Background: an optimization exercise with open tools, aiming at small area, a short achievable clock period and few clock cycles per item. Do not read the settings as production practice. The RTL was checked by simulation tests, not by an equivalence proof against the original design. Power figures rest on the tool's default switching activity, not on a simulated workload.

Design circular_queue_with_dump, start of the top module:
module circular_queue_with_dump (
  input  logic                            clk,
  input  logic                            rst_n,
  input  logic                            cfg_we,
  input  logic [cq_pkg::CAP_W-1:0]        cfg_data,
  input  logic                            in_push,
  output logic                            in_full,
  input  logic [1:0]                      in_command,
  input  logic signed [cq_pkg::DATA_W-1:0] in_value,
  output logic                            out_empty,
  input  logic                            out_pop,
  output logic [1:0]                      out_status,
  output logic signed [cq_pkg::DATA_W-1:0] out_data,
  output logic                            out_last
);
Size: ~4200 cells after synthesis, about 83 I/O pins, roughly 80000 sq um of cells after synthesis.
==> flow/config.mk <==
export PLATFORM = sky130hd
export DESIGN_NAME = circular_queue_with_dump
export DESIGN_NICKNAME = circular_queue_with_dump
export VERILOG_FILES = /design/flow/design.v
export SDC_FILE = /design/flow/constraint.sdc
export NUM_CORES = 4
export LEC_CHECK = 0
export CAP_MARGIN = 20
export CORE_MARGIN = 2
export CORE_UTILIZATION = 40
export CTS_BUF_LIST = sky130_fd_sc_hd__clkbuf_16
export CTS_CLUSTER_DIAMETER = 100
export CTS_CLUSTER_SIZE = 30
export SETUP_SLACK_MARGIN = 3.3
export SLEW_MARGIN = 20
==> flow/constraint.sdc <==
create_clock -name core_clock -period 6.0 [get_ports {clk}]
set_input_delay 1.2000 -clock core_clock [delete_from_list [all_inputs] [get_ports {clk}]]
set_output_delay 1.2000 -clock core_clock [all_outputs]
set_load 0.01 [all_outputs]
run.sh (not shown) runs the stock make flow with config.mk's settings and CLKGATE_MAP_FILE= SYNTH_SCRIPT=/design/flow/synth_recipe.tcl, a recipe that flattens the netlist after the stock synthesis.
The baseline completed without violations.
Testbench counts at the start, summed over its fixed seeds: cycles 15,130, items 12,000.
Rerun with:
Settings changed: CORE_UTILIZATION 40 to 55, PLACE_DENSITY from default to 0.7.
Cell area goes down by 1.3%.
Fmax increases by 2.6%.
Global-route usage is higher by 8.3 points.
Worst hold slack improved by 0.022 ns.
Non-clock buffer count falls by 16.
Synthesized area stays the same.
Die area fell by 27%.
Clock power decreases by 3.2%.
Rerun with:
Settings changed: CORE_UTILIZATION 55 to 40, CTS_BUF_LIST sky130_fd_sc_hd__clkbuf_16 to default, CTS_CLUSTER_DIAMETER 100 to default, CTS_CLUSTER_SIZE 30 to default, PLACE_DENSITY 0.7 to default.
The new run completed without violations.
Routed wire length rises by 4.3%.
Die area rises by 37%.
Sequential cell count is unchanged.
Non-clock buffer count rises by 5.

sierra:
Another version of the RTL of circular_queue_with_dump (not shown whole).
Size: roughly 4500 cells after synthesis, about 0.081 mm^2 of cells after synthesis.
export LEC_CHECK = 0
export CAP_MARGIN = 20
export CORE_MARGIN = 2
export CORE_UTILIZATION = 60
export CTS_BUF_LIST = sky130_fd_sc_hd__clkbuf_16
export CTS_CLUSTER_DIAMETER = 80
export CTS_CLUSTER_SIZE = 24
export PLACE_DENSITY = 0.75
export SETUP_SLACK_MARGIN = 3.4
export SLEW_MARGIN = 20
create_clock -name core_clock -period 6.0 [get_ports {clk}]
standard.sh (not shown) runs the stock make flow with config.mk's settings and CLKGATE_MAP_FILE= SYNTH_SCRIPT=/design/flow/synth_recipe.tcl, a recipe that flattens the netlist after the stock synthesis.
==> flow/flow/run.sh <==
#!/bin/bash
# The standard layout, with the port buffers inserted as buf_2 cells
# instead of the smallest buffer the placer would pick (a slow delay cell).
set -e
export BUFFER_PORTS_ARGS="-buffer_cell sky130_fd_sc_hd__buf_2"
bash standard.sh > standard.log 2>&1
Per the final summary, sierra finished and its layout is clean on timing, DRC and antenna.
Testbench counts of sierra, summed over its fixed seeds: cycles 15,130, items 12,000.
### sierra -> lagoon
Settings: a change of CORE_UTILIZATION from 60 to 55; a change of PLACE_DENSITY from 0.75 to 0.7.
==> comparison <==
- Status: internal power component parity (sierra, lagoon)
- lagoon vs. sierra: non-clock buffer count increased 22%; routed wire length went up by 6700 um.
- Global routing usage summed across all routing layers sits lower in lagoon than in sierra.
- lagoon vs. sierra: chip height increased by about 4.4% relative to the old numbers; clock period minus final worst setup slack closely matched the old numbers.
- Compared with sierra, lagoon ends up with more cell area.
- Compared with sierra, lagoon shows via-per-instance ratio lower by 2.5%.
Here is what was changed in the inputs of maple compared with lagoon.
Settings: CORE_UTILIZATION: 55 -> 60; CTS_CLUSTER_SIZE: 24 -> 28; CTS_CLUSTER_DIAMETER: 80 -> 90; PLACE_DENSITY: 0.7 -> 0.75.
### Flow results
The via count on maple is in line with that on lagoon.
Compared with lagoon, in maple headroom to the max-slew limit saw an increase, area growth from synthesis to layout shrank by 1.1 points, final non-filler cell total shows a reduction of about 3%, total routed wirelength has decreased.
## Diff of input files: harbor against maple
Settings: a change of CTS_CLUSTER_DIAMETER from 90 to 80; a change of CORE_UTILIZATION from 60 to 40; a change of CTS_CLUSTER_SIZE from 28 to 24; a deleted PLACE_DENSITY that had been 0.75.
==> flow/run.sh (new file) <==
#!/bin/bash
# synth_recipe.tcl (not shown) runs the flow's synth.tcl, then flattens the netlist and writes it again
# the make line also repeats each setting of config.mk as NAME=value (left out here)
make -C /OpenROAD-flow-scripts/flow DESIGN_CONFIG=/design/flow/config.mk WORK_HOME=/design/flow/orfs CLKGATE_MAP_FILE= SYNTH_SCRIPT=/design/flow/synth_recipe.tcl finish
removed: flow/flow/run.sh
removed: flow/standard.sh
### Flow results
The first-pass GRT wire length reported for harbor is greater than that of maple by 28000 um. maple → harbor: share of synthesized area spent on multiplexers held steady; via count of the first global-routing pass grew by 1.2%. [compare] base=maple new=harbor: headroom to the max-slew limit decreased 0.37 points; sequential share of cell area decreased 2.4 points.

The RTL this note starts from:
==> flow/design.v <==
`timescale 1ns / 1ps
package cq_pkg;
  localparam int DEPTH  = 64;
  localparam int IDX_W  = $clog2(DEPTH);
  localparam int CAP_W  = 7;
  localparam int DATA_W = 32;
  localparam logic [CAP_W-1:0] CAP_RESET = 7'd64;
  localparam logic [1:0] CMD_ENQ  = 2'd0;
  localparam logic [1:0] CMD_DEQ  = 2'd1;
  localparam logic [1:0] CMD_DISP = 2'd2;
  localparam logic [1:0] CMD_NONE = 2'd3;
  localparam logic [1:0] ST_OK        = 2'd0;
  localparam logic [1:0] ST_OVERFLOW  = 2'd1;
  localparam logic [1:0] ST_UNDERFLOW = 2'd2;
  localparam logic [1:0] ST_EMPTY     = 2'd3;
endpackage
`timescale 1ns / 1ps
module cq_front (
  input  logic       in_push,
  input  logic       in_full,
  input  logic [1:0] in_command,
  output logic       op_enq,
  output logic       op_deq,
  output logic       op_disp
);
  logic acc;
  assign acc     = in_push && !in_full;
  assign op_enq  = acc && (in_command == cq_pkg::CMD_ENQ);
  assign op_deq  = acc && (in_command == cq_pkg::CMD_DEQ);
  assign op_disp = acc && (in_command == cq_pkg::CMD_DISP);
endmodule
`timescale 1ns / 1ps
module cq_back (
  input  logic                      clk,
  input  logic                      rst_n,
  input  logic                      cfg_we,
  input  logic [cq_pkg::CAP_W-1:0]  cfg_data,
  output logic                      in_full,
  input  logic                      op_enq,
  input  logic                      op_deq,
  input  logic                      op_disp,
  input  logic [cq_pkg::DATA_W-1:0] op_value,
  input  logic                      res_full,
  input  logic                      res_full_nxt,
  output logic                      res_push,
  output logic [1:0]                res_status,
  output logic [cq_pkg::DATA_W-1:0] res_data,
  output logic                      res_last
);
  localparam int D  = cq_pkg::DEPTH;
  localparam int CW = cq_pkg::CAP_W;
  localparam int DW = cq_pkg::DATA_W;
  logic [DW-1:0] mem [D];
  logic [DW-1:0] w_r;             
  logic          wv_r;            
  logic [CW-1:0] cap_r, eff_cap;
  logic [CW-1:0] cnt_r, cnt_nxt;
  logic [D:0]    sel_r, sel_nxt, sel_hold, sel_adv;
  logic [D:0]    top;             
  logic          empty_r, full_r;
  logic          dump_r, dump_nxt;
  logic          full_in_r;
  logic          enq_fire, deq_fire, dump_step, rd_en, last_word;
  logic          full_up, full_dn, empty_dn;
  logic [DW-1:0] rd_data;
  always_comb begin
    if (cap_r == '0) begin
      eff_cap = CW'(1);
    end else if (cap_r > CW'(D)) begin
      eff_cap = CW'(D);
    end else begin
      eff_cap = cap_r;
    end
  end
  assign in_full   = full_in_r;
  assign enq_fire  = op_enq && !full_r;
  assign deq_fire  = op_deq && !empty_r;
  assign dump_step = (op_disp && !empty_r) || (dump_r && !res_full);
  assign last_word = wv_r ? sel_r[0] : sel_r[1];
  assign rd_en     = dump_r || ((op_deq || op_disp) && !empty_r);
  assign res_push = op_enq || op_deq || op_disp || (dump_r && !res_full);
  always_comb begin
    res_status = cq_pkg::ST_OK;
    if (op_enq && full_r)        res_status = cq_pkg::ST_OVERFLOW;
    else if (op_deq && empty_r)  res_status = cq_pkg::ST_UNDERFLOW;
    else if (op_disp && empty_r) res_status = cq_pkg::ST_EMPTY;
  end
  assign res_last = !(dump_r || (op_disp && !empty_r)) || last_word;
  always_comb begin
    rd_data = {DW{sel_r[0]}} & w_r;
    for (int i = 0; i < D; i++) begin
      rd_data = rd_data | ({DW{sel_r[i+1]}} & mem[i]);
    end
  end
  assign res_data = rd_en ? rd_data : '0;
  always_comb begin
    top[0] = 1'b0;
    for (int i = 1; i <= D; i++) begin
      top[i] = (cnt_r == CW'(i));
    end
  end
  assign sel_hold = wv_r ? {sel_r[D-1:0], 1'b0} : sel_r;
  assign sel_adv  = wv_r ? {sel_r[D:1], 1'b0} : {1'b0, sel_r[D:1]};
  always_comb begin
    sel_nxt = sel_hold;
    if (enq_fire) begin
      sel_nxt = empty_r ? (D+1)'(1) : sel_hold;
    end else if (deq_fire) begin
      sel_nxt = sel_adv;
    end else if (dump_step) begin
      sel_nxt = last_word ? top : sel_adv;
    end
  end
  always_comb begin
    cnt_nxt = cnt_r;
    if (enq_fire) cnt_nxt = cnt_r + CW'(1);
    else if (deq_fire) cnt_nxt = cnt_r - CW'(1);
  end
  assign full_up  = ({1'b0, cnt_r} + 8'd1 >= {1'b0, eff_cap});
  assign full_dn  = ({1'b0, cnt_r} >= {1'b0, eff_cap} + 8'd1);
  assign empty_dn = (cnt_r == CW'(1));
  assign dump_nxt = dump_step ? !last_word : dump_r;
  always_ff @(posedge clk) begin
    if (!rst_n) begin
      cap_r     <= cq_pkg::CAP_RESET;
      cnt_r     <= '0;
      sel_r     <= '0;
      wv_r      <= 1'b0;
      empty_r   <= 1'b1;
      full_r    <= 1'b0;
      dump_r    <= 1'b0;
      full_in_r <= 1'b0;
    end else begin
      if (cfg_we) begin
        cap_r <= cfg_data;
      end
      cnt_r <= cnt_nxt;
      if (enq_fire) begin
        empty_r <= 1'b0;
        full_r  <= full_up;
      end else if (deq_fire) begin
        empty_r <= empty_dn;
        full_r  <= full_dn;
      end
      sel_r     <= sel_nxt;
      wv_r      <= enq_fire;
      dump_r    <= dump_nxt;
      full_in_r <= dump_nxt || res_full_nxt;
    end
  end
  always_ff @(posedge clk) begin
    w_r <= op_value;
    if (wv_r) begin
      mem[0] <= w_r;
      for (int i = 1; i < D; i++) begin
        mem[i] <= mem[i-1];
      end
    end
  end
endmodule
`timescale 1ns / 1ps
module cq_resq (
  input  logic                      clk,
  input  logic                      rst_n,
  input  logic                      res_push,
  input  logic [1:0]                res_status,
  input  logic [cq_pkg::DATA_W-1:0] res_data,
  input  logic                      res_last,
  output logic                      res_full,
  output logic                      res_full_nxt,
  output logic                      out_empty,
  input  logic                      out_pop,
  output logic [1:0]                out_status,
  output logic [cq_pkg::DATA_W-1:0] out_data,
  output logic                      out_last
);
  logic                      e0_r, v1_r;
  logic [1:0]                st0_r, st1_r;
  logic [cq_pkg::DATA_W-1:0] d0_r, d1_r;
  logic                      l0_r, l1_r;
  logic [1:0]                st0_hn;
  logic [cq_pkg::DATA_W-1:0] d0_hn;
  logic                      l0_hn;
  logic [1:0]                st_nx;
  logic [cq_pkg::DATA_W-1:0] d_nx;
  logic                      l_nx;
  logic                      ld0;
  assign res_full   = v1_r;
  assign out_empty  = e0_r;
  assign out_status = st0_r;
  assign out_data   = d0_r;
  assign out_last   = l0_r;
  assign ld0          = e0_r || out_pop;
  assign res_full_nxt = !e0_r && !out_pop && (v1_r || res_push);
  always_ff @(posedge clk) begin
    if (!rst_n) begin
      e0_r <= 1'b1;
      v1_r <= 1'b0;
    end else begin
      e0_r <= !(v1_r || res_push || (!e0_r && !out_pop));
      v1_r <= res_full_nxt;
    end
  end
  assign st_nx = v1_r ? st1_r : res_status;
  assign d_nx  = v1_r ? d1_r  : res_data;
  assign l_nx  = v1_r ? l1_r  : res_last;
  always_ff @(posedge clk) begin
    st0_r <= ld0 ? st_nx : ~st0_hn;
    d0_r  <= ld0 ? d_nx  : ~d0_hn;
    l0_r  <= ld0 ? l_nx  : ~l0_hn;
    if (ld0) begin
      st0_hn <= ~st_nx;
      d0_hn  <= ~d_nx;
      l0_hn  <= ~l_nx;
    end
    if (!v1_r) begin
      st1_r <= res_status;
      d1_r  <= res_data;
      l1_r  <= res_last;
    end
  end
endmodule
`timescale 1ns / 1ps
module circular_queue_with_dump (
  input  logic                            clk,
  input  logic                            rst_n,
  input  logic                            cfg_we,
  input  logic [cq_pkg::CAP_W-1:0]        cfg_data,
  input  logic                            in_push,
  output logic                            in_full,
  input  logic [1:0]                      in_command,
  input  logic signed [cq_pkg::DATA_W-1:0] in_value,
  output logic                            out_empty,
  input  logic                            out_pop,
  output logic [1:0]                      out_status,
  output logic signed [cq_pkg::DATA_W-1:0] out_data,
  output logic                            out_last
);
  logic                      op_enq, op_deq, op_disp;
  logic                      res_full, res_full_nxt, res_push, res_last;
  logic [1:0]                res_status;
  logic [cq_pkg::DATA_W-1:0] res_data;
  cq_front u_front (
    .in_push    (in_push),
    .in_full    (in_full),
    .in_command (in_command),
    .op_enq     (op_enq),
    .op_deq     (op_deq),
    .op_disp    (op_disp)
  );
  cq_back u_back (
    .clk          (clk),
    .rst_n        (rst_n),
    .cfg_we       (cfg_we),
    .cfg_data     (cfg_data),
    .in_full      (in_full),
    .op_enq       (op_enq),
    .op_deq       (op_deq),
    .op_disp      (op_disp),
    .op_value     (in_value),
    .res_full     (res_full),
    .res_full_nxt (res_full_nxt),
    .res_push     (res_push),
    .res_status   (res_status),
    .res_data     (res_data),
    .res_last     (res_last)
  );
  cq_resq u_resq (
    .clk          (clk),
    .rst_n        (rst_n),
    .res_push     (res_push),
    .res_status   (res_status),
    .res_data     (res_data),
    .res_last     (res_last),
    .res_full     (res_full),
    .res_full_nxt (res_full_nxt),
    .out_empty    (out_empty),
    .out_pop      (out_pop),
    .out_status   (out_status),
    .out_data     (out_data),
    .out_last     (out_last)
  );
endmodule
Settings: LEC_CHECK=0, CAP_MARGIN=20, CORE_MARGIN=2, CORE_UTILIZATION=55, CTS_BUF_LIST=sky130_fd_sc_hd__clkbuf_16, CTS_CLUSTER_DIAMETER=80, CTS_CLUSTER_SIZE=24, PLACE_DENSITY=0.7, SETUP_SLACK_MARGIN=3.5, SLEW_MARGIN=20; clock period 6.0 ns.
==> flow/flow/run.sh <==
#!/bin/bash
# The standard layout, with the port buffers inserted as buf_2 cells
# instead of the smallest buffer the placer would pick (a slow delay cell).
set -e
export BUFFER_PORTS_ARGS="-buffer_cell sky130_fd_sc_hd__buf_2"
bash standard.sh > standard.log 2>&1
The starting point finished with timing, DRC and antenna clean.
Testbench counts at the start, summed over its fixed seeds: cycles 15,130, items 12,000.
Edit:
==> flow/run.sh (new file) <==
#!/bin/bash
# synth_recipe.tcl (not shown) runs the flow's synth.tcl, then flattens the netlist and writes it again
# the make line also repeats each setting of config.mk as NAME=value (left out here)
make -C /OpenROAD-flow-scripts/flow DESIGN_CONFIG=/design/flow/config.mk WORK_HOME=/design/flow/orfs CLKGATE_MAP_FILE= SYNTH_SCRIPT=/design/flow/synth_recipe.tcl finish
--- a/flow/config.mk
+++ b/flow/config.mk
@@ -15 +15 @@
-export SETUP_SLACK_MARGIN = 3.5
+export SETUP_SLACK_MARGIN = 3.4
removed: flow/flow/run.sh
removed: flow/standard.sh
Core utilization came out lower by 0.59 points.
Via count goes down slightly.
Critical path depth falls by 4.

separate check: timing with driven ports:
Ports are ideal in the flow. The routed layouts listed here were re-timed in OpenROAD.
Step 1: set_driving_cell puts a clkbuf_16 on clk and a buf_2 on each other input, an assumption about the parent block.
Step 2 also shifts input and output timing later by t, the mid clock arrival at the registers, as if the neighbouring blocks saw the same clock.
Three values: ideal, step 1, step 2; two values: the first two.
| run | t (ns) | setup slack, ns | worst hold slack (ns) |
|---|---|---|---|
| the first run of note 1 | 0.818 | 3.198 / 3.231 / 2.439 | 0.414 / 0.414 / 0.414 |
| the second run of note 1 | 0.813 | 3.268 / 3.233 / 2.517 | 0.436 / 0.436 / 0.436 |
| the third run of note 1 | 0.909 | 3.260 / 3.176 / 2.513 | 0.433 / 0.433 / 0.433 |
| sierra | 0.837 | 3.294 / 3.216 / 2.653 | 0.432 / 0.432 / 0.432 |
| lagoon | 0.827 | 3.295 / 3.213 / 2.582 | 0.445 / 0.445 / 0.445 |
| maple | 0.807 | 3.339 / 3.257 / 2.694 | 0.439 / 0.439 / 0.439 |
| harbor | 0.862 | 3.234 / 3.147 / 2.717 | 0.433 / 0.433 / 0.433 |
| the first run of note 3 | 0.843 | 3.439 / 3.408 / 2.717 | 0.409 / 0.409 / 0.409 |
| the second run of note 3 | 0.865 | 3.382 / 3.354 / 2.616 | 0.420 / 0.420 / 0.420 |
After both steps setup and hold are still met in every run listed. The setup slack of the second run of note 3, which loses most, moves by -0.028 ns with the drivers and by -0.766 ns with both steps.
